What follows belongs to an exercise in optimizing a design on an open flow for small area; a production flow would make more cautious choices. Where RTL was checked, it was by simulation tests only, not by an equivalence proof against the original. No functional check of the RTL was part of runs 3 to 5. Power is estimated from default activity; no workload was simulated.

==> flow/design.v <==
`timescale 1ns/1ns
module cnn_top
(
    input  logic        clk,
    input  logic        reset,
    input  logic        load_req,
    input  logic [15:0] load_cmd,        
    output logic        load_ack,
    input  logic        run_req,
    output logic        run_ack,
    output logic [81:0] result           
);
    localparam logic [2:0] S_IDLE  = 3'd0;
    localparam logic [2:0] S_WAIT  = 3'd1;
    localparam logic [2:0] S_CONV  = 3'd2;
    localparam logic [2:0] S_DENSE = 3'd3;
    localparam logic [2:0] S_ACK   = 3'd4;
    logic [2:0]  state;
    logic [5:0]  phi;
    logic [3:0]  psi;
    logic [1:0]  cls;
    logic        wflag;                      
    logic [63:0][7:0] img;
    logic [8:0][7:0]  flt;
    logic [35:0][7:0] wts;
    logic [8:0][7:0]  fea;
    logic signed [19:0] acc;
    logic [7:0]  pend;                       
    logic signed [19:0] scores [0:3];
    logic [1:0]  win_class;
    assign result = {win_class, scores[3], scores[2], scores[1], scores[0]};
    logic psi_end;
    logic t_last;                            
    assign psi_end = (psi == 4'd8);
    assign t_last  = psi_end && cls == 2'd3 && phi == 6'd63;
    always_ff @(posedge clk or negedge reset)
    begin
        if (!reset)
        begin
            phi <= '0;
            psi <= '0;
            cls <= '0;
        end
        else
        begin
            phi <= phi + 6'd1;
            psi <= psi_end ? 4'd0 : psi + 4'd1;
            if (psi_end)
            begin
                cls <= cls + 2'd1;
            end
        end
    end
    logic [1:0] tgt;
    logic [5:0] addr;
    logic [7:0] din;
    logic [5:0] d_img;
    logic [5:0] chi;
    logic [6:0] d_wts;
    logic [5:0] e_wts;
    logic       pending;
    logic       wr_ok;
    logic       ack_ok;
    logic       hit_img, hit_flt, hit_wts, ignored, we;
    assign tgt  = load_cmd[15:14];
    assign addr = load_cmd[13:8];
    assign din  = load_cmd[7:0];
    assign d_img = addr - phi;
    assign chi   = {cls, 3'b000} + 6'(cls) + 6'(psi);
    assign d_wts = {1'b0, addr} - {1'b0, chi};
    assign e_wts = d_wts[6] ? 6'(d_wts + 7'd36) : d_wts[5:0];
    assign hit_img = tgt == 2'd0 && d_img[3:0] == 4'd0;
    assign hit_flt = tgt == 2'd1 && addr == 6'(psi);
    assign hit_wts = tgt == 2'd2 && addr < 6'd36
                     && (e_wts == 6'd0 || e_wts == 6'd12 || e_wts == 6'd24);
    assign ignored = tgt == 2'd3 || (tgt == 2'd1 && addr >= 6'd9)
                     || (tgt == 2'd2 && addr >= 6'd36);
    assign pending = load_req && !load_ack;
    assign ack_ok  = state == S_IDLE && !run_req;
    assign wr_ok   = ack_ok || state == S_ACK;      
    assign we      = pending && wr_ok;
    always_ff @(posedge clk or negedge reset)
    begin
        if (!reset)
        begin
            load_ack <= 1'b0;
            wflag    <= 1'b0;
        end
        else
        begin
            wflag <= pending && (wflag || (we && (hit_img || hit_flt || hit_wts)));
            if (pending && ack_ok && (hit_img || hit_flt || hit_wts || ignored || wflag))
            begin
                load_ack <= 1'b1;
            end
            else if (!load_req)
            begin
                load_ack <= 1'b0;
            end
        end
    end
    always_ff @(posedge clk)
    begin
        for (int p = 0; p < 64; p++)
        begin
            img[p] <= img[(p + 1) % 64];
        end
        for (int m = 0; m < 4; m++)
        begin
            if (we && hit_img && d_img[5:4] == 2'(m + 1))
            begin
                img[16*m + 15] <= din;
            end
        end
    end
    always_ff @(posedge clk)
    begin
        for (int p = 0; p < 8; p++)
        begin
            flt[p] <= flt[p + 1];
        end
        flt[8] <= (we && hit_flt) ? din : flt[0];
    end
    always_ff @(posedge clk)
    begin
        for (int p = 0; p < 36; p++)
        begin
            wts[p] <= wts[(p + 1) % 36];
        end
        for (int m = 0; m < 3; m++)
        begin
            if (we && hit_wts && e_wts == 6'(12*((m + 1) % 3)))
            begin
                wts[12*m + 11] <= din;
            end
        end
    end
    logic [7:0]  opa;                        
    logic [7:0]  opb;                        
    logic signed [19:0] sum;
    logic dense;
    assign dense = state == S_DENSE;
    always_comb
    begin
        if (dense)
        begin
            opa = fea[0];
            opb = wts[0];
        end
        else
        begin
            opa = (psi < 4'd3) ? img[0] : (psi < 4'd6) ? img[5] : img[10];
            opb = flt[0];
        end
        sum = ((psi == 4'd0) ? 20'sd0 : acc)
              + 20'($signed({1'b0, opa}) * $signed(opb));
    end
    always_ff @(posedge clk)
    begin
        acc <= sum;
        if (psi_end)
        begin
            pend <= sum < 0 ? 8'd0 : sum > 255 ? 8'd255 : sum[7:0];
        end
    end
    logic [5:0] prev_o;
    logic       prev_valid;
    logic       prev_first;                  
    logic [3:0] prev_g;
    logic       upd;
    assign prev_o     = phi - 6'(psi) - 6'd9;
    assign prev_valid = prev_o[5:3] < 3'd6 && prev_o[2:0] < 3'd6;
    assign prev_g     = 4'(prev_o[5:4]) * 4'd3 + 4'(prev_o[2:1]);
    assign prev_first = prev_o == 6'd0 || prev_o == 6'd3 || prev_o == 6'd5
                        || prev_o == 6'd17 || prev_o == 6'd18 || prev_o == 6'd21
                        || prev_o == 6'd33 || prev_o == 6'd35 || prev_o == 6'd36;
    assign upd = state == S_CONV && prev_valid && prev_g == psi;
    always_ff @(posedge clk)
    begin
        for (int p = 0; p < 8; p++)
        begin
            fea[p] <= fea[p + 1];
        end
        if (upd && (prev_first || pend > fea[0]))
        begin
            fea[8] <= pend;
        end
        else
        begin
            fea[8] <= fea[0];
        end
    end
    always_ff @(posedge clk)
    begin
        if (dense && psi_end)
        begin
            for (int q = 0; q < 4; q++)
            begin
                if (cls == 2'(q))
                begin
                    scores[q] <= sum;
                end
            end
            if (cls == 2'd0 || sum > scores[win_class])
            begin
                win_class <= cls;
            end
        end
    end
    always_ff @(posedge clk or negedge reset)
    begin
        if (!reset)
        begin
            state   <= S_IDLE;
            run_ack <= 1'b0;
        end
        else
        begin
            case (state)
                S_IDLE:
                begin
                    if (run_req)
                    begin
                        state <= S_WAIT;
                    end
                end
                S_WAIT:
                begin
                    if (t_last)
                    begin
                        state <= S_CONV;
                    end
                end
                S_CONV:
                begin
                    if (t_last)
                    begin
                        state <= S_DENSE;
                    end
                end
                S_DENSE:
                begin
                    if (psi_end && cls == 2'd3)
                    begin
                        state   <= S_ACK;
                        run_ack <= 1'b1;
                    end
                end
                default:
                begin
                    if (!run_req)
                    begin
                        state   <= S_IDLE;
                        run_ack <= 1'b0;
                    end
                end
            endcase
        end
    end
endmodule
==> flow/run.sh <==
#!/bin/bash
# synth_recipe.tcl (not shown) runs the flow's synth.tcl, then flattens the netlist and writes it again
# the make line also repeats each setting of config.mk as NAME=value (left out here)
make -C /OpenROAD-flow-scripts/flow DESIGN_CONFIG=/design/flow/config.mk WORK_HOME=/design/flow/orfs CLKGATE_MAP_FILE= SYNTH_SCRIPT=/design/flow/synth_recipe.tcl finish
==> flow/config.mk <==
export PLATFORM = sky130hd
export DESIGN_NAME = cnn_top
export DESIGN_NICKNAME = cnn_top
export VERILOG_FILES = /design/flow/design.v
export SDC_FILE = /design/flow/constraint.sdc
export NUM_CORES = 4
export LEC_CHECK = 0
export CAP_MARGIN = 20
export CORE_MARGIN = 2
export CORE_UTILIZATION = 40
export CTS_BUF_LIST = sky130_fd_sc_hd__clkbuf_2 sky130_fd_sc_hd__clkbuf_4
export SLEW_MARGIN = 20
==> flow/constraint.sdc <==
create_clock -name core_clock -period 10.0 [get_ports {clk}]
set_input_delay 2.0000 -clock core_clock [delete_from_list [all_inputs] [get_ports {clk}]]
set_output_delay 2.0000 -clock core_clock [all_outputs]
set_load 0.01 [all_outputs]
==> results.txt, run 1 <==
status=finished clean; post-CTS setup buffer count=0; TritonRoute pass-1 iters=5; mux cell area share after synthesis=4.980%; # clock sinks=1072; Synth top area share=65.04%; CTS clk-pin slew, worst paths=0.07 ns; first-pass GRT wire length=84.00 mm; row count=99; setup violators final=0; Vias/cell=4.343; Top cell by count, worst path=fa_1; gp weighted congestion=0.7987; most frequent cell after synthesis=dfxtp_1; Layout fillers=6311; Top FF cell, synth=dfxtp_1; cts hold-fix bufs=0; Post-synth EDFFs=90; Nets=2459; die width=276.4 um; worst min path class=reg2reg; Final min period=8.536 ns; synthesis-stage register bit count=1072; top cells by count, synth=dfxtp_1, ha_1, inv_1; Critical Path RT=10.71 ns; Critical Path End Type=flop; post_cts resized=0; XOR/XNOR Fraction of Synth Area=1.358%; largest net degree at the start of global routing=23; Root Driver=clkbuf_4; placed cell area=0.03192 mm2; share of cells above drive strength 1=20.96%; final hold vios=0; Max Root-Sink Buffers=3; final critical-path share of the clock period=85.36%; Synth Instances=1922; clock latency (worst-skew pair)=1.03 ns; DRC=0; switching share of power=20.62%; Max Cap Viol=0; Simple-Gate Fraction of Synth Area=4.276%; P_leak=14.96 nW; post-synth top area cell=dfxtp_1; Power Density=220.3 mW/mm2; Netlist Area Pre-Place=0.02967 mm2; non-filler cells, final=3407; vias in the first global route=15840; initial antenna violation count=1; placed cells=2976; Initial Util=40.53%; Yosys Warn Count=2; Net Switching=1.594 mW; core area=0.07321 mm2; setup_tns=0 ns; Num CTS Buffers=239; Clock Skew=0.07526 ns; post-synth cell types=64; Worst Path Arrival=9.24 ns; critical path startpoint category=flop; CP max-delay cell=xnor2_1; max-slew violations=0; sequential fraction of the synthesis area=75.67%; RSZ-0062 raised after global routing=false; internal power=6.137 mW; Clock power frac=43.3%; H-tree levels=4; Adder-Cell Fraction of Synth Area=9.201%; dominant cells by area after synthesis=dfxtp_1, edfxtp_1, ha_1, fa_1, mux2_2; Seq pwr share=55.9%; area grow syn2layout=18.28%; syn avg cell area=15.44 um2; worst-margin pin slew=1.075 ns; PortBufs=103; Rel. slew slack=27.87%; ys async rst share=1.679%; Logic pwr share=0.8%; Synth Area in Compound Gates=2.834%; CP Class=reg2reg; GRT overflow=0; DRT iter0 DRCs=773; final instance area=0.03509 mm2; fmax=0.1172 GHz; Die ar.=0.07637 mm2; vias=14800; Post-DRT Antenna Nets=0; syn_nets=2123; Die Ht=276.4 um; routed wire length=51.67 mm; main combinational cell family by area after synthesis=adder cells; CP max FO=16; final hold slack=0.2764 ns; VDD IR max=0.1021 mV; wire per inst=15.17 um; CTS tree=built; Total GRT Usage=14.06%; Post-DP HPWL=34.05 mm; Worst path max stage delay=0.71 ns; # IOs=104
[flip-flops by register name, summed over array words and instances (netlist names), 3 cells and up]
signal / cells
pend: 8
wts: 288
phi: 6
flt: 72
scores: 80
psi: 4
fea: 72
img: 512
acc: 20
state: 3
[power by group through the flow]
stage | clock (mW) | combinational, mW | sequential [mW]
after detailed placement | 0 | 0.0608 | 4.42
after global placement | 0 | 0.0573 | 4.42
after floorplan | 0 | 0.0356 | 4.42
after CTS | 3.49 | 0.0612 | 4.32
final | 3.35 | 0.0616 | 4.32
after global routing | 3.72 | 0.0679 | 4.31
[cell type report]
cell class,count,area (um2),area share [%]
clock buffers,364,2733,7.787
diodes,1,2.502,0.007131
repair buffers,114,1114,3.173
well taps,959,1200,3.419
inverters,114,427.9,1.219
flip-flops and latches,1072,22450,63.98
clock inverters,66,440.4,1.255
multi-input cells,717,6725,19.16
[layer usage]
metal  global-route usage (%)  vias to the layer above  share of wire (%)
li1                         -                     7226                  -
met2                    21.75                      355                 45
met3                    4.394                       85                4.5
met1                    18.12                     7129                 48
met5                        0                        -                  0
met4                    6.235                        0                2.2
[path summary, 6_finish.rpt]
path,slack (ns),endpoint,start,depth (start not counted)
setup / recovery,1.46,win_class[1],psi[1],27
min in group asynchronous,1.47,phi[5],reset,1
max in group asynchronous,7.94,psi[0],reset,1
setup reg to reg,1.46,win_class[1],psi[1],27
hold reg to reg,0.28,fea[6],fea[14],0
hold / removal,0.28,fea[6],fea[14],0
[layout by cell type, fill, tap and decap left out, types with 9 or more instances in the layout]
master           instances
nor3_1                  12
ha_1                   123
nand3_1                 11
a21o_1                  12
dfrtp_1                 18
edfxtp_1                90
mux4_2                  19
mux2i_1                 16
nor2b_1                  9
and2_1                  21
clkbuf_4               364
nand2_1                 40
mux2_2                  79
a211oi_1                12
fa_1                    58
clkinv_1                45
xnor2_1                 32
inv_1                  114
xor2_1                  14
o21a_1                  13
nand2b_1                22
nor2_1                  76
buf_4                   11
o21ai_0                 25
a21oi_1                 41
clkdlybuf4s50_1        103
dfxtp_1                964
[worst max-delay path: cells and delay by family (launching register included)]
kind,cells,cell delay [ns]
AO/OA/AOI/OAI,10,1.89
XOR/XNOR,1,0.71
buffers and inverters,2,0.32
adder cells (fa/ha/maj),8,3.59
AND/OR/NAND/NOR,6,1.22
flip-flops,1,0.48
[metrics by stage]
stage / power (mW) / worst slack, ns / util (%)
floorplan: 4.451 / 2.456 / -
global route: 8.100 / 0.8022 / 47.94
finish: 7.732 / 1.465 / 47.94
global placement: 4.473 / 1.808 / 43.60
CTS: 7.869 / 1.481 / 47.93
detailed placement: 4.476 / 1.525 / 43.60
[logic make-up (layout without fill, tap and decap cells)]
logic type	after synthesis	after routing
DFF	1072	1072
and+or+nand+nor	243	243
adders and majority gates	184	184
buffers and inverters	133	658
AOI/OAI and AO/OA	130	130
muxes	114	114
xor gates and xnor gates	46	46
other	0	1
==> inputs of run 2 (changes only) <==
--- a/flow/config.mk
+++ b/flow/config.mk
@@ -8,5 +8,4 @@
 export CAP_MARGIN = 20
 export CORE_MARGIN = 2
 export CORE_UTILIZATION = 40
-export CTS_BUF_LIST = sky130_fd_sc_hd__clkbuf_2 sky130_fd_sc_hd__clkbuf_4
 export SLEW_MARGIN = 20
==> run 2 against run 1 <==
Global-route usage decreased by 0.41 points. Via count shrank 5.7%. Clock power increased by 16%. Fmax increased by 0.41%. Final cell count fell by 7.2%. Critical path depth stayed put. Die area unchanged. Worst setup slack improved by 0.035 ns. Cell area rose by 1.0%. Critical path type unchanged. Non-clock buffer count stayed put. Power up 6.9%.
==> results.txt, run 2 <==
GRT overflow=0; syn avg cell area=15.44 um2; Post-DRT Antenna Nets=0; most frequent cells in the layout=dfxtp_1, ha_1, inv_1, clkdlybuf4s50_1, clkbuf_16; Final min period=8.501 ns; Worst Path Arrival=8.83 ns; Die Ht=276.4 um; CP max FO=16; area grow syn2layout=19.47%; Netlist Area Pre-Place=0.02967 mm2; CTS clk-pin slew, worst paths=0.06 ns; Clock Skew=0.03940 ns; wire per inst=16.11 um; Critical Path RT=10.33 ns; final hold vios=0; P_leak=14.81 nW; Synth Instances=1922; Critical Path End Type=flop; initial antenna violation count=0; row count=99; first-pass GRT wire length=82.09 mm; Post-DP HPWL=34.05 mm; Synth top area share=65.04%; share of cells above drive strength 1=13.62%; most common cell after layout, fill and taps aside=dfxtp_1; synthesis-stage register bit count=1072; RSZ-0062 raised after global routing=false; core area=0.07321 mm2; Worst path max stage delay=0.68 ns; worst-margin pin slew=1.067 ns; setup violators final=0; most frequent cell after synthesis=dfxtp_1; non-filler cells, final=3161; dominant cells by area after synthesis=dfxtp_1, edfxtp_1, ha_1, fa_1, mux2_2; Largest register FFs=512; Yosys Warn Count=2; placed cells=2976; Nets=2319; CP Class=reg2reg; die width=276.4 um; Initial Util=40.53%; Total GRT Usage=13.66%; Antenna diodes=0; Max Root-Sink Buffers=3; Top FF cell, synth=dfxtp_1; cts hold-fix bufs=0; setup_tns=0 ns; routed wire length=50.92 mm; Num CTS Buffers=99; largest net degree at the start of global routing=23; VDD IR max=0.1536 mV; post-CTS setup buffer count=0; CTS tree=built; H-tree levels=3; DRT iter0 DRCs=781; # IOs=104; # clock sinks=1072; post-synth cell types=64; fmax=0.1176 GHz; Top cell by count, worst path=fa_1; gp weighted congestion=0.7987; post-synth top area cell=dfxtp_1; top flop regs=img: 512 flops, wts: 288 flops, scores: 80 flops; vias in the first global route=14680; worst min path class=reg2reg; Post-synth EDFFs=90; syn_nets=2123; Vias/cell=4.416; final critical-path share of the clock period=85.01%; Rel. slew slack=28.42%; Largest Register=img; PortBufs=103; top cells by count, synth=dfxtp_1, ha_1, inv_1; post_cts resized=0; Root Driver=clkbuf_16; critical path startpoint category=flop; CP max-delay cell=xnor2_1; Die ar.=0.07637 mm2; sequential fraction of the synthesis area=75.67%; Layout fillers=6115; Power Density=233.1 mW/mm2; ys async rst share=1.679%; max-slew violations=0; status=finished clean; DRC=0; vias=13960; clock latency (worst-skew pair)=0.65 ns; TritonRoute pass-1 iters=4; Max Cap Viol=0
-- run 2: cell counts after synthesis --
No cell type changed its count.
-- run 2: power by group --
| part | total, mW | internal (mW) | switching (mW) |
|---|---|---|---|
| sequential | 4.32 | 4.32 | 0 |
| clock | 3.88 | 2.29 | 1.59 |
| combinational | 0.0615 | 0.0249 | 0.0366 |
-- run 2: kinds of logic after synthesis --
| group | count (synthesis) | share of synthesized area (%) |
|---|---|---|
| compound gates | 130 | 2.834 |
| xor+xnor | 46 | 1.358 |
| fa+ha+maj | 184 | 9.201 |
| buf+inv | 133 | 1.683 |
| flops | 1072 | 75.67 |
| mux | 114 | 4.980 |
| simple gates | 243 | 4.276 |
-- run 2: path summary, 6_finish.rpt --
kind | startpoint | endpoint | slack (ns) | depth (start not counted)
worst min register to register | img[281] | img[273] | 0.31 | 0
worst min-delay path | img[281] | img[273] | 0.31 | 0
max in group asynchronous | reset | psi[0] | 7.60 | 1
worst max-delay path | psi[0] | win_class[1] | 1.50 | 27
worst max register to register | psi[0] | win_class[1] | 1.50 | 27
min in group asynchronous | reset | phi[5] | 1.85 | 1
-- run 2: through the flow --
stage	setup WS (ns)	cell area, um2	utilization (%)	hold slack, ns	total power, mW
after floorplan	2.456	29670	-	0.3096	4.451
after global placement	1.808	31920	43.60	0.3096	4.473
after detailed placement	1.525	31920	43.60	0.3121	4.476
after CTS	1.486	35450	48.42	0.3103	8.358
after global routing	0.8119	35450	48.42	0.3114	8.543
final	1.499	35450	48.42	0.3079	8.261
-- run 2: worst max-delay path: cells and delay by family, from the launching register on --
family | cells | cell delay, ns
AOI/OAI and AO/OA | 10 | 1.88
buffers and inverters | 2 | 0.31
xor gates and xnor gates | 1 | 0.68
and+or+nand+nor | 6 | 1.25
adders and majority gates | 8 | 3.61
DFF | 1 | 0.47
-- run 2: routing by layer --
| layer | vias to the layer above | GRT usage [%] | part of all wire (%) |
|---|---|---|---|
| met3 | 120 | 3.177 | 4.3 |
| met2 | 293 | 21.75 | 45 |
| met4 | 0 | 4.386 | 2.8 |
| li1 | 6787 | - | - |
| met1 | 6759 | 18.43 | 48 |
| met5 | - | 0 | 0 |
-- run 2: cell type report --
type	count	area, um2	share of cell area, %
Sequential cell	1072	22450	63.33
Multi-Input combinational cell	717	6725	18.97
Clock buffer	142	2950	8.323
Tap cell	959	1200	3.385
Timing Repair Buffer	114	1114	3.141
Clock inverter	43	580.6	1.638
Inverter	114	427.9	1.207
==> inputs of run 3 (changes only) <==
--- a/flow/design.v
+++ b/flow/design.v
@@ -24,7 +24,6 @@
     logic [8:0][7:0]  flt;
     logic [35:0][7:0] wts;
     logic [8:0][7:0]  fea;
-    logic signed [19:0] acc;
     logic [7:0]  pend;                       
     logic signed [19:0] scores [0:3];
     logic [1:0]  win_class;
@@ -152,12 +151,15 @@
             opa = (psi < 4'd3) ? img[0] : (psi < 4'd6) ? img[5] : img[10];
             opb = flt[0];
         end
-        sum = ((psi == 4'd0) ? 20'sd0 : acc)
+        sum = ((psi == 4'd0) ? 20'sd0 : scores[3])
               + 20'($signed({1'b0, opa}) * $signed(opb));
     end
     always_ff @(posedge clk)
     begin
-        acc <= sum;
+        if (state != S_ACK)
+        begin
+            scores[3] <= sum;
+        end
         if (psi_end)
         begin
             pend <= sum < 0 ? 8'd0 : sum > 255 ? 8'd255 : sum[7:0];
@@ -190,18 +192,21 @@
             fea[8] <= fea[0];
         end
     end
+    logic [1:0] best_idx;
+    logic signed [19:0] best;
+    assign best_idx = win_class - cls + 2'd3;
+    assign best = (best_idx == 2'd0) ? scores[0] : (best_idx == 2'd1) ? scores[1] : scores[2];
     always_ff @(posedge clk)
     begin
         if (dense && psi_end)
         begin
-            for (int q = 0; q < 4; q++)
-            begin
-                if (cls == 2'(q))
-                begin
-                    scores[q] <= sum;
-                end
-            end
-            if (cls == 2'd0 || sum > scores[win_class])
+            if (cls != 2'd3)
+            begin
+                scores[2] <= sum;
+                scores[1] <= scores[2];
+                scores[0] <= scores[1];
+            end
+            if (cls == 2'd0 || sum > best)
             begin
                 win_class <= cls;
             end
==> flow/flow/run.sh (new file) <==
#!/bin/bash
set -euo pipefail
export BUFFER_PORTS_ARGS="-buffer_cell sky130_fd_sc_hd__buf_1"
export CTS_ARGS="-sink_clustering_enable -repair_clock_nets -dont_use_dummy_load -buf_list sky130_fd_sc_hd__clkbuf_8 -sink_clustering_size 16 -sink_clustering_max_diameter 60"
bash standard.sh > standard.log 2>&1
==> flow/standard.sh (new file) <==
#!/bin/bash
# synth_recipe.tcl (not shown) runs the flow's synth.tcl, then flattens the netlist and writes it again
# the make line also repeats each setting of config.mk as NAME=value (left out here)
make -C /OpenROAD-flow-scripts/flow DESIGN_CONFIG=/design/flow/config.mk WORK_HOME=/design/flow/orfs CLKGATE_MAP_FILE= SYNTH_SCRIPT=/design/flow/synth_recipe.tcl "${@:-finish}"
removed: flow/run.sh
==> run 3 against run 2 <==
Clock skew rose by 0.018 ns. Worst setup slack got worse by 0.18 ns. Largest cell class unchanged. Final cell count fell by 2.8%. Critical path depth did not move. Critical path type unchanged. Count of clock-buffer cells in the layout fell by 63. Non-clock buffer count fell by 1. Utilization fell by 4.5 points. Largest power group unchanged. Sequential share of layout area rose by 5.8 points.
==> results.txt, run 3 <==
Clock Skew=0.05776 ns; most frequent cells in the layout=dfxtp_1, ha_1, inv_1, buf_1, edfxtp_1; DR WL met2=21.01 mm; syn_nets=2142; routed wire length=47.52 mm; syn avg cell area=15.06 um2; final hold vios=0; post-synth cell types=66; dominant cells by area after synthesis=dfxtp_1, edfxtp_1, ha_1, fa_1, mux2_2; share of cells above drive strength 1=8.444%; Buf+Inv Stages, Crit Path=2; Top Layer Used=met4; RSZ-0062 raised after global routing=false; non-filler cells, final=3071; Post-DP HPWL=33.25 mm; ys async rst share=1.711%; H-tree levels=3; vias in the first global route=13630; final critical-path share of the clock period=86.77%; most frequent cell after synthesis=dfxtp_1; Initial Util=40.25%; Post-synth EDFFs=90; placed cells=2988; CP top delay family=adder cells; core area=0.07259 mm2; vias=13410; clock latency (worst-skew pair)=0.67 ns; CTS tree=built; # clock sinks=1052; DRC=0; Power Density=198.8 mW/mm2; Num CTS Buffers=79; post-CTS setup buffer count=0; Nets=2312; Final min period=8.677 ns; wire per inst=15.47 um; Largest register FFs=512; setup violators final=0; Die Ht=274.3 um; DRT iter0 DRCs=697; setup_tns=0 ns; Largest Register=img; Rel. slew slack=28.52%; Synth Instances=1940; CP max FO=16; gp weighted congestion=0.8006; Worst Path Arrival=9.12 ns; VDD IR max=0.1027 mV; cts hold-fix bufs=0; top flop regs=img: 512 flops, wts: 288 flops, scores: 80 flops; area grow syn2layout=9.125%; max-slew violations=0; die width=274.3 um; largest net degree at the start of global routing=61; GRT overflow=0; worst-margin pin slew=1.068 ns; final core utilization=43.93%; Power, Total=6.338 mW; Synth top area share=64.68%; first-pass GRT wire length=75.93 mm; Top FF cell, synth=dfxtp_1; # IOs=104; critical path startpoint category=flop; Die ar.=0.07522 mm2; Post-DRT Antenna Nets=0; met3 wire len=1.959 mm; post-synth top area cell=dfxtp_1; status=finished clean; initial antenna violation count=1; CTS clk-pin slew, worst paths=0.10 ns; sequential fraction of the synthesis area=75.47%; Total GRT Usage=12.91%; Max Cap Viol=0; Yosys Warn Count=2; Netlist Area Pre-Place=0.02922 mm2; Vias/cell=4.367; R2R setup slack=1.32 ns; post_cts resized=0; synthesis-stage register bit count=1052; fmax=0.1152 GHz; P_leak=13.35 nW; CP max-delay cell=or3_1; Critical Path End Type=flop; most common cell after layout, fill and taps aside=dfxtp_1; CP Class=reg2reg; Max Root-Sink Buffers=3; M1 WL=23.46 mm; row count=99; PortBufs=103; Worst path max stage delay=0.55 ns; top cells by count, synth=dfxtp_1, ha_1, inv_1; Critical Path RT=10.45 ns; final hold slack=0.2957 ns; worst min path class=reg2reg; TritonRoute pass-1 iters=4; Root Driver=clkbuf_8
-- run 3: cell count changes in the layout (fill, tap and decap cells not counted), sizes merged, moves of 20 or more --
cell,delta
clkdlybuf4s50,-103
clkbuf,-62
dfxtp,-20
clkinv,-22
buf,+101
-- run 3: cell type report --
class | instances | area, um2
multi-input combinational | 748 | 6638
clock buffer | 79 | 1087
inverter | 116 | 435.4
fill | 6509 | 40700
tap | 959 | 1200
antenna | 4 | 10.01
timing repair buffer | 113 | 462.9
sequential | 1052 | 22050
-- run 3: power breakdown --
part           internal [mW]  switching (mW)
Sequential              4.26          0.0215
Combinational         0.0689           0.112
Clock                  0.709            1.17
Total                   5.04            1.30
-- run 3: path summary, 6_finish.rpt --
| check | start | end | cells after the start |
|---|---|---|---|
| hold / removal | fea[61] | fea[53] | 0 |
| setup / recovery | psi[0] | win_class[1] | 27 |
| hold reg to reg | fea[61] | fea[53] | 0 |
| min in group asynchronous | reset | cls[1] | 1 |
| setup reg to reg | psi[0] | win_class[1] | 27 |
| max in group asynchronous | reset | phi[0] | 1 |
-- run 3: per-stage QoR --
| step | setup WS (ns) | area, um2 |
|---|---|---|
| 6_report | 1.323 | 31880 |
| 5_1_grt | 0.7224 | 31880 |
| 4_1_cts | 1.210 | 31870 |
| 3_5_place_dp | 1.236 | 30790 |
| 3_3_place_gp | 1.468 | 30790 |
| 2_1_floorplan | 2.080 | 29220 |
-- run 3: worst register-to-register path, stage by stage (launching register included) --
cell,delay [ns]
dfrtp_1,0.48
ha_1,0.26
or3_1,0.55
nor2_1,0.18
a211oi_1,0.06
a21oi_1,0.53
nand2_1,0.18
fa_1,0.53
fa_1,0.52
fa_1,0.54
inv_1,0.05
fa_1,0.48
ha_1,0.32
ha_1,0.43
a2111oi_4,0.37
o21ai_1,0.13
a31oi_1,0.36
a21oi_1,0.22
a21o_1,0.21
a21oi_1,0.22
xnor2_2,0.23
inv_1,0.14
ha_1,0.35
nand4_1,0.08
or2_2,0.32
o21ba_2,0.22
o311ai_0,0.28
o21ba_2,0.22
-- run 3: cell families (layout without fill, tap and decap cells) --
| logic type | count (synthesis) | in the layout | synth area share [%] |
|---|---|---|---|
| muxes | 115 | 115 | 4.282 |
| and+or+nand+nor | 241 | 241 | 3.953 |
| DFF | 1052 | 1052 | 75.47 |
| xor gates and xnor gates | 53 | 53 | 1.614 |
| AOI/OAI and AO/OA | 156 | 156 | 3.499 |
| other | 0 | 4 | 0 |
| buffers and inverters | 140 | 308 | 1.863 |
| adders and majority gates | 183 | 183 | 9.318 |
-- run 3: routing by layer --
metal  global-route usage [%]  up-vias
met3                    2.338       76
met4                    4.634        0
met2                    20.13      213
li1                         -     6670
met5                        0        -
met1                    18.04     6452
==> inputs of run 4 (changes only) <==
==> flow/flow/run.sh (replaced) <==
#!/bin/bash
# Standard layout with two changes: input/output ports are buffered with the
# smallest buffer, and clock tree synthesis uses no dummy loads.
set -euo pipefail
export BUFFER_PORTS_ARGS="-buffer_cell sky130_fd_sc_hd__buf_1"
export CTS_ARGS="-sink_clustering_enable -repair_clock_nets -dont_use_dummy_load"
bash standard.sh > standard.log 2>&1
==> run 4 against run 3 <==
Still clean. Cell area is 4.0% higher. Utilization increased by 1.8 points. Worst setup slack lost 0.011 ns. Sequential cell count is the same. Count of clock-buffer cells in the layout up 16. Sequential power about the same. Die area unchanged. Fmax decreased by 0.12%. Worst hold slack got worse by 0.0047 ns. Critical path type unchanged.
==> results.txt, run 4 <==
Die ar.=0.07522 mm2; worst-margin pin slew=1.067 ns; Worst Path Arrival=9.06 ns; Nets=2328; Critical Path End Type=flop; dominant cells by area after synthesis=dfxtp_1, edfxtp_1, ha_1, fa_1, mux2_2; Power Density=224.4 mW/mm2; Vias/cell=4.410; CP max FO=16; sequential fraction of the synthesis area=75.47%; die width=274.3 um; Largest register FFs=512; ys async rst share=1.711%; # clock sinks=1052; vias in the first global route=13840; Yosys Warn Count=2; DRT iter0 DRCs=670; CP Class=reg2reg; internal power=5.993 mW; non-filler cells, final=3083; clock latency (worst-skew pair)=0.63 ns; GRT overflow=0; setup_tns=0 ns; initial antenna violation count=0; Post-DRT Antenna Nets=0; Num CTS Buffers=95; final critical-path share of the clock period=86.88%; fmax=0.1151 GHz; # IOs=104; CP max-delay cell=or3_1; most common cell after layout, fill and taps aside=dfxtp_1; Critical Path RT=10.37 ns; post_cts resized=0; Buf+Inv Stages, Crit Path=2; core area=0.07259 mm2; H-tree levels=3; CTS tree=built; Net Switching=1.450 mW; Synth Instances=1940; FF/Latch Area=0.02205 mm2; worst setup margin=1.312 ns; Total GRT Usage=13.07%; share of cells above drive strength 1=9.134%; largest net degree at the start of global routing=61; Die Ht=274.3 um; PortBufs=103; worst min path class=reg2reg; final hold vios=0; final core utilization=45.69%; syn_nets=2142; TritonRoute pass-1 iters=4; Seq pwr share=57.6%; Worst path max stage delay=0.54 ns; most frequent cell after synthesis=dfxtp_1; synthesis-stage register bit count=1052; gp weighted congestion=0.8006; VDD IR max=0.1281 mV; syn avg cell area=15.06 um2; Layout fillers=6359; top cells by count, synth=dfxtp_1, ha_1, inv_1; Rel. slew slack=28.64%; Clock Skew=0.06072 ns; Max Root-Sink Buffers=3; vias=13600; wire per inst=15.62 um; post-CTS setup buffer count=0; Antenna diodes=0; setup violators final=0; status=finished clean; Logic pwr share=2.4%; Max Cap Viol=0; RSZ-0062 raised after global routing=false; row count=99; P_leak=13.95 nW; CP top delay family=adder cells; Top FF cell, synth=dfxtp_1; Initial Util=40.25%; first-pass GRT wire length=77.00 mm; Synth top area share=64.68%; multi-input logic area=0.006638 mm2; Final min period=8.688 ns; most frequent cells in the layout=dfxtp_1, ha_1, inv_1, buf_1, clkbuf_16; Power, Total=7.444 mW; dpl ws=1.236 ns; area grow syn2layout=13.51%; post-synth top area cell=dfxtp_1; post-synth cell types=66; Root Driver=clkbuf_16; routed wire length=48.15 mm; CTS clk-pin slew, worst paths=0.06 ns; critical path startpoint category=flop; top flop regs=img: 512 flops, wts: 288 flops, scores: 80 flops; cts hold-fix bufs=0; placed cells=2988; Netlist Area Pre-Place=0.02922 mm2; Largest Register=img; DRC=0; Clock power frac=40.0%; max-slew violations=0; Post-synth EDFFs=90; Post-DP HPWL=33.25 mm; switching share of power=19.48%
run 4: cell counts after synthesis:
Identical to the previous run, type by type.
run 4: final cells by class:
| type | count | area share, % |
|---|---|---|
| flip-flops and latches | 1052 | 66.49 |
| multi-input cells | 748 | 20.01 |
| clock buffers | 95 | 7.168 |
| well taps | 959 | 3.618 |
| repair buffers | 113 | 1.396 |
| inverters | 116 | 1.313 |
run 4: cell families after synthesis:
group	count (synthesis)	synth area share, %
DFF	1052	75.47
and+or+nand+nor	241	3.953
adders and majority gates	183	9.318
AOI/OAI and AO/OA	156	3.499
buffers and inverters	140	1.863
muxes	115	4.282
xor gates and xnor gates	53	1.614
run 4: metal layers:
| metal | part of all wire (%) | vias up | GRT usage, % |
|---|---|---|---|
| met2 | 44 | 250 | 20.43 |
| li1 | - | 6719 | - |
| met3 | 4.2 | 79 | 2.557 |
| met5 | 0 | - | 0 |
| met1 | 49 | 6548 | 18.13 |
| met4 | 2.4 | 0 | 4.577 |
run 4: metrics by stage:
stage	cell area (um2)	hold slack (ns)
after floorplan	29220	0.3096
after global placement	30790	0.3097
after detailed placement	30790	0.3121
after CTS	33160	0.2922
after global routing	33160	0.2951
final	33160	0.2910
run 4: path summary, 6_finish.rpt:
path | startpoint | to | slack [ns] | depth (start not counted)
max in group asynchronous | reset | phi[0] | 8.27 | 1
setup reg to reg | psi[0] | win_class[0] | 1.31 | 27
hold reg to reg | wts[170] | wts[162] | 0.29 | 0
hold / removal | wts[170] | wts[162] | 0.29 | 0
setup / recovery | psi[0] | win_class[0] | 1.31 | 27
min in group asynchronous | reset | phi[4] | 1.37 | 1
run 4: power groups by stage:
stage | clock network [mW] | logic [mW] | registers, mW
after floorplan | 0 | 0.128 | 4.36
after global placement | 0 | 0.175 | 4.38
after detailed placement | 0 | 0.181 | 4.38
after CTS | 3.08 | 0.182 | 4.28
after global routing | 3.24 | 0.200 | 4.28
final | 2.98 | 0.181 | 4.29
run 4: worst reg2reg max path, stage by stage, from the launching register on:
cell,delay [ns]
dfrtp_1,0.47
ha_1,0.26
or3_1,0.54
nor2_1,0.18
a211oi_1,0.06
a21oi_1,0.53
nand2_1,0.18
fa_1,0.53
fa_1,0.52
fa_1,0.54
inv_1,0.05
fa_1,0.48
ha_1,0.32
ha_1,0.43
a2111oi_4,0.37
o21ai_1,0.12
a31oi_1,0.37
a21oi_1,0.22
a21o_1,0.21
a21oi_1,0.22
xnor2_2,0.22
inv_1,0.14
ha_1,0.34
nand4_1,0.08
or2_2,0.31
o21ba_2,0.22
o311ai_0,0.28
o21ba_2,0.22
==> inputs of run 5 (changes only) <==
==> flow/flow/run.sh (replaced) <==
#!/bin/bash
set -euo pipefail
export BUFFER_PORTS_ARGS="-buffer_cell sky130_fd_sc_hd__buf_1"
export CTS_ARGS="-sink_clustering_enable -repair_clock_nets -dont_use_dummy_load -buf_list sky130_fd_sc_hd__clkbuf_8 -sink_clustering_size 20 -sink_clustering_max_diameter 80"
bash standard.sh > standard.log 2>&1
==> run 5 against run 4 <==
Worst hold slack got worse by 0.033 ns. Combinational power barely moved. Die area did not move. Register-to-register slack barely moved. Worst setup slack got worse by 0.0048 ns. Synthesized cell count did not move. Critical endpoint is now win_class[1]. Largest power group unchanged.
==> results.txt, run 5 <==
Initial Util=40.25%; placed cells=2988; final instance area=0.03171 mm2; Worst Reg2Reg Path Length in Cells=27; Post-DRT Antenna Nets=0; final hold vios=0; routed wire length=47.44 mm; syn_nets=2142; H-tree levels=3; final critical-path share of the clock period=86.92%; largest net degree at the start of global routing=61; final core utilization=43.68%; post-synth cell types=66; ys async rst share=1.711%; Critical Path RT=10.43 ns; CP Class=reg2reg; most common cell after layout, fill and taps aside=dfxtp_1; final hold slack=0.2577 ns; cts hold-fix bufs=0; gp weighted congestion=0.8006; most frequent cells in the layout=dfxtp_1, ha_1, inv_1, buf_1, edfxtp_1; top cells by count, synth=dfxtp_1, ha_1, inv_1; # IOs=104; DRC=0; Power, Total=6.207 mW; TritonRoute pass-1 iters=4; Synth top area share=64.68%; Post-synth EDFFs=90; post-synth top area cell=dfxtp_1; worst setup margin=1.308 ns; Die Ht=274.3 um; setup violators final=0; critical path startpoint category=flop; Yosys Warn Count=2; Rel. slew slack=28.10%; status=finished clean; top flop regs=img: 512 flops, wts: 288 flops, scores: 80 flops; dpl ws=1.236 ns; Net Switching=1.281 mW; vias=13400; Max Root-Sink Buffers=3; most frequent cell after synthesis=dfxtp_1; worst min path class=reg2reg; Clock Skew=0.08667 ns; Critical Path End Type=flop; Worst Path Arrival=9.12 ns; Max Cap Viol=0; CTS clk-pin slew, worst paths=0.12 ns; Clock power frac=28.1%; Power Density=195.8 mW/mm2; Final min period=8.692 ns; sequential fraction of the synthesis area=75.47%; internal power=4.927 mW; initial antenna violation count=1; Largest Register=img; dominant cells by area after synthesis=dfxtp_1, edfxtp_1, ha_1, fa_1, mux2_2; max-slew violations=0; vias in the first global route=13420; fmax=0.1150 GHz; Top FF cell, synth=dfxtp_1; core area=0.07259 mm2; post_cts resized=0; RSZ-0062 raised after global routing=false; VDD IR max=0.08425 mV; worst-margin pin slew=1.075 ns; share of cells above drive strength 1=7.876%; non-filler cells, final=3058; DRT iter0 DRCs=743; GRT overflow=0; CP max FO=16; Total GRT Usage=12.82%; wire per inst=15.51 um; Seq pwr share=69.0%; Die ar.=0.07522 mm2; # clock sinks=1052; Synth Instances=1940; Num CTS Buffers=66; row count=99; Post-DP HPWL=33.25 mm; PortBufs=103; die width=274.3 um; Netlist Area Pre-Place=0.02922 mm2; Vias/cell=4.382; Logic pwr share=2.9%; placed cell area=0.03079 mm2; syn avg cell area=15.06 um2; setup_tns=0 ns; switching share of power=20.64%; clock latency (worst-skew pair)=0.66 ns; Nets=2299; CTS tree=built; Largest register FFs=512; first-pass GRT wire length=75.42 mm; synthesis-stage register bit count=1052; Root Driver=clkbuf_8; post-CTS setup buffer count=0; worst hold path cell count=0; area grow syn2layout=8.513%; P_leak=13.26 nW
==> run 5: cell families after synthesis <==
family / share of synthesized area (%)
XOR/XNOR: 1.614
buffers and inverters: 1.863
flip-flops: 75.47
AO/OA/AOI/OAI: 3.499
adder cells (fa/ha/maj): 9.318
multiplexers: 4.282
AND/OR/NAND/NOR: 3.953
==> run 5: power by group through the flow <==
stage | Clock (mW) | Combinational (mW) | Sequential [mW]
CTS | 1.83 | 0.182 | 4.28
finish | 1.75 | 0.181 | 4.28
detailed placement | 0 | 0.181 | 4.38
global route | 1.97 | 0.200 | 4.28
floorplan | 0 | 0.128 | 4.36
global placement | 0 | 0.175 | 4.38
==> run 5: critical path, cell delays in order, from the launching register on <==
cell       delay, ns
dfrtp_1         0.49
ha_1            0.26
or3_1           0.54
nor2_1          0.17
a211oi_1        0.06
a21oi_1         0.53
nand2_1         0.18
fa_1            0.53
fa_1            0.52
fa_1            0.54
inv_1           0.05
fa_1            0.48
ha_1            0.32
ha_1            0.43
a2111oi_4       0.37
o21ai_1         0.12
a31oi_1         0.36
a21oi_1         0.22
a21o_1          0.21
a21oi_1         0.22
xnor2_2         0.22
inv_1           0.14
ha_1            0.34
nand4_1         0.08
or2_2           0.32
o21ba_2         0.23
o311ai_0        0.28
o21ba_2         0.22
==> run 5: worst paths after layout <==
| path | endpoint | slack, ns | start |
|---|---|---|---|
| setup / recovery | win_class[1] | 1.31 | psi[0] |
| hold / removal | img[329] | 0.26 | img[337] |
| setup reg to reg | win_class[1] | 1.31 | psi[0] |
| hold reg to reg | img[329] | 0.26 | img[337] |
| max in group asynchronous | phi[0] | 8.32 | reset |
| min in group asynchronous | run_ack | 1.31 | reset |
==> run 5: cell type report <==
class                   count  area [um2]
diodes                      4       10.01
inverters                 116       435.4
flip-flops and latches   1052       22050
repair buffers            113       462.9
fillers                  6521       40880
well taps                 959        1200
clock buffers              66       908.4
multi-input cells         748        6638
==> run 5: metal layers <==
metal  vias to the layer above  track usage (%)  part of all wire (%)
met5                         -                0                     0
met4                         0            4.462                   2.4
met3                        84            2.224                   3.9
met2                       213            19.93                    44
met1                      6463            18.06                    50
li1                       6640                -                     -

separate check: timing with driven ports:
No port has a modelled driver above. Below, the same layouts with a new extraction and two added sets of constraints. Step 1 assumes that a clkbuf_16 drives the clock port and a buf_2 every other input. Step 2 times the ports against the registers' clock, not the clock port: input delays grow and output delays shrink by t, the midpoint of the rising clock arrivals with the driver on. a / b / c = ideal / step 1 / step 2; a / b = the first two.
run	t, ns	setup WS [ns]	worst register clock-pin slew, ns	cell pins on the clock port's net
run 1	1.046	1.465 / 1.465 / 1.465	0.08 / 0.08	1
run 2	0.695	1.499 / 1.499 / 1.499	0.07 / 0.07	1
run 3	0.701	1.323 / 1.323 / 1.323	0.10 / 0.10	1
run 4	0.655	1.312 / 1.312 / 1.312	0.07 / 0.07	1
run 5	0.671	1.308 / 1.308 / 1.308	0.12 / 0.12	1
After both steps every run listed still meets setup and hold.
